This is an optimization exercise on Yosys and OpenROAD, whose aim is small area, a short achievable clock period and few clock cycles per item, not a production implementation. The RTL was checked by simulation tests, not by an equivalence proof against the original design.

Setup of P:
// vector_magnitude_offset
module vector_magnitude_offset #(
    parameter int SAMPLE_WIDTH = 16
) (
    input  wire logic        clk,
    input  wire logic        rst_n,
    input  wire logic        pair_valid,
    output logic             pair_ready,
    input  wire logic [15:0] pair_x_value,
    input  wire logic [15:0] pair_y_value,
    input  wire logic        pair_last_in,
    output logic             result_valid,
    input  wire logic        result_ready,
    output logic [15:0]      result_magnitude,
    output logic             result_last_out
);
Size in the first run: about 2400 cells after synthesis, ~390 flip-flops, about 56 I/O pins, about 28000 sq um of cells after synthesis.
clock: 7.0 ns
lec_check: 0
abc_clock_period_in_ps: 3500
cap_margin: 20
core_margin: 2
core_utilization: 40
place_density: 0.6
setup_slack_margin: 3.5
slew_margin: 20
run.sh (not shown) runs the stock make flow with config.mk's settings and CLKGATE_MAP_FILE= SYNTH_SCRIPT=/design/flow/synth_recipe.tcl, a recipe that flattens the netlist after the stock synthesis.
Per the final summary, P finished and its layout is clean on timing, DRC and antenna.
Testbench counts of P, summed over its fixed seeds: cycles 16,080, items 16,000.
Inputs modified between P and Q:
- putting ABC_AREA at 1 where nothing was set
Notes after the runs:
Q finished every stage and its layout cleared the timing, design-rule and antenna checks. Average wire per standard cell came out lower on Q than on P. Going from P to Q, routed wire length increased by about 1.9% relative to the old numbers, cell area after layout moved up.
For R, these inputs were changed with respect to Q:
- ABC_AREA: 1 -> unset
- CTS_CLUSTER_SIZE: unset -> 25
- CTS_BUF_LIST: unset -> sky130_fd_sc_hd__clkbuf_4 sky130_fd_sc_hd__clkbuf_8
--- outcome ---
Summary of R over Q: die area now smaller, post-route worst hold slack now smaller.
Of R and Q, R shows the higher register fraction of the total cell area, with Q below it.
| setup slack | lower: Q |
On combined global-route utilization of all metal layers, the higher figure sits with R, not Q.
R reports its most common cell after layout, fill and taps aside as sky130_fd_sc_hd__edfxtp_1 while Q reports sky130_fd_sc_hd__nand2_1.
Re multi-input gate share of the layout cell area: R is 1.5 points up on Q.
R ended up with a higher parity-gate share of the synthesized area counting xor and xnor cells than Q did.
Of R and Q, the lower wire length belongs to R.

run 1:
Another version of the RTL of vector_magnitude_offset (not shown whole).
Size in the first run: about 2400 cells after synthesis, ~380 flip-flops, roughly 56 I/O pins.
// vector_magnitude_offset
module vector_magnitude_offset #(
    parameter int SAMPLE_WIDTH = 16
) (
    input  wire logic        clk,
    input  wire logic        rst_n,
    input  wire logic        pair_valid,
    output logic             pair_ready,
    input  wire logic [15:0] pair_x_value,
    input  wire logic [15:0] pair_y_value,
    input  wire logic        pair_last_in,
    output logic             result_valid,
    input  wire logic        result_ready,
    output logic [15:0]      result_magnitude,
    output logic             result_last_out
);
clock: 7.0 ns
lec_check: 0
abc_clock_period_in_ps: 3500
cap_margin: 20
core_margin: 2
core_utilization: 40
place_density: 0.6
setup_slack_margin: 3.62
slew_margin: 20
Run 1 reached the end of the flow, and the finished layout is clean on the timing, design-rule and antenna checks.
Testbench counts of run 1, summed over its fixed seeds: cycles 16,080, items 16,000.
Here is what was changed in the inputs of run 2 compared with run 1.
Settings: ABC_CLOCK_PERIOD_IN_PS changed from 3500 to 3000; SETUP_SLACK_MARGIN changed from 3.62 to 3.75.
Notes after the runs:
Run 2 vs. run 1: total setup buffers inserted after CTS now sits higher; count of cells resized by post-cts repair +30.
What run 3 does differently from run 2 at the input level:
Settings: CORE_UTILIZATION: 40 -> 45; PLACE_DENSITY: 0.6 -> 0.65; TNS_END_PERCENT: unset -> 100; ABC_CLOCK_PERIOD_IN_PS: 3000 -> 3500; SETUP_SLACK_MARGIN: 3.75 -> 3.6.
Notes after the runs:
- The more densely filled core belongs to run 3, not run 2.
- Run 2 and run 3 ended up with nearly the same count of multi-input gates.
- Comparing run 2 and run 3, ratio of cells with drive above 1 in the final layout is lower on run 3.
Input-level comparison between run 4 and run 3:
Settings: removing TNS_END_PERCENT (formerly 100); changing ABC_CLOCK_PERIOD_IN_PS from 3500 to 3000; changing PLACE_DENSITY from 0.65 to 0.6; changing CORE_UTILIZATION from 45 to 40.
==> run summary <==
- Per the comparison of run 4 with run 3, global-route total usage across every layer now smaller; cell total after placement now larger; standard cell core area now larger.

[port drivers added, routing unchanged]
No port has a modelled driver above. Below, the same layouts with a new extraction and two added sets of constraints.
Step 1 sets driving cells, clkbuf_16 on the clock port and buf_2 on the other inputs (assumed; they add their load-dependent delay and slew).
Step 2 adds t to the input delays and takes it off the output delays; t is the mean of the earliest and latest rising clock arrival at the registers after step 1. Input paths then give back, and output paths get back, about the clock's delay inside the block.
a / b / c = ideal / step 1 / step 2; a / b = the first two.
run | t (ns) | setup slack, ns | pins driven straight from the clock port
P | 0.641 | 3.557 / 3.528 / 3.321 | 1
Q | 0.641 | 3.538 / 3.520 / 3.240 | 1
R | 0.683 | 3.552 / 3.552 / 3.307 | 1
run 1 | 0.639 | 3.626 / 3.626 / 3.295 | 1
run 2 | 0.631 | 3.666 / 3.666 / 3.287 | 1
run 3 | 0.625 | 3.630 / 3.630 / 3.234 | 1
run 4 | 0.632 | 3.597 / 3.597 / 3.220 | 1
After both steps every run listed still meets setup and hold. The setup slack of run 3, which loses most, moves by 0.000 ns with the drivers and by -0.396 ns with both steps.
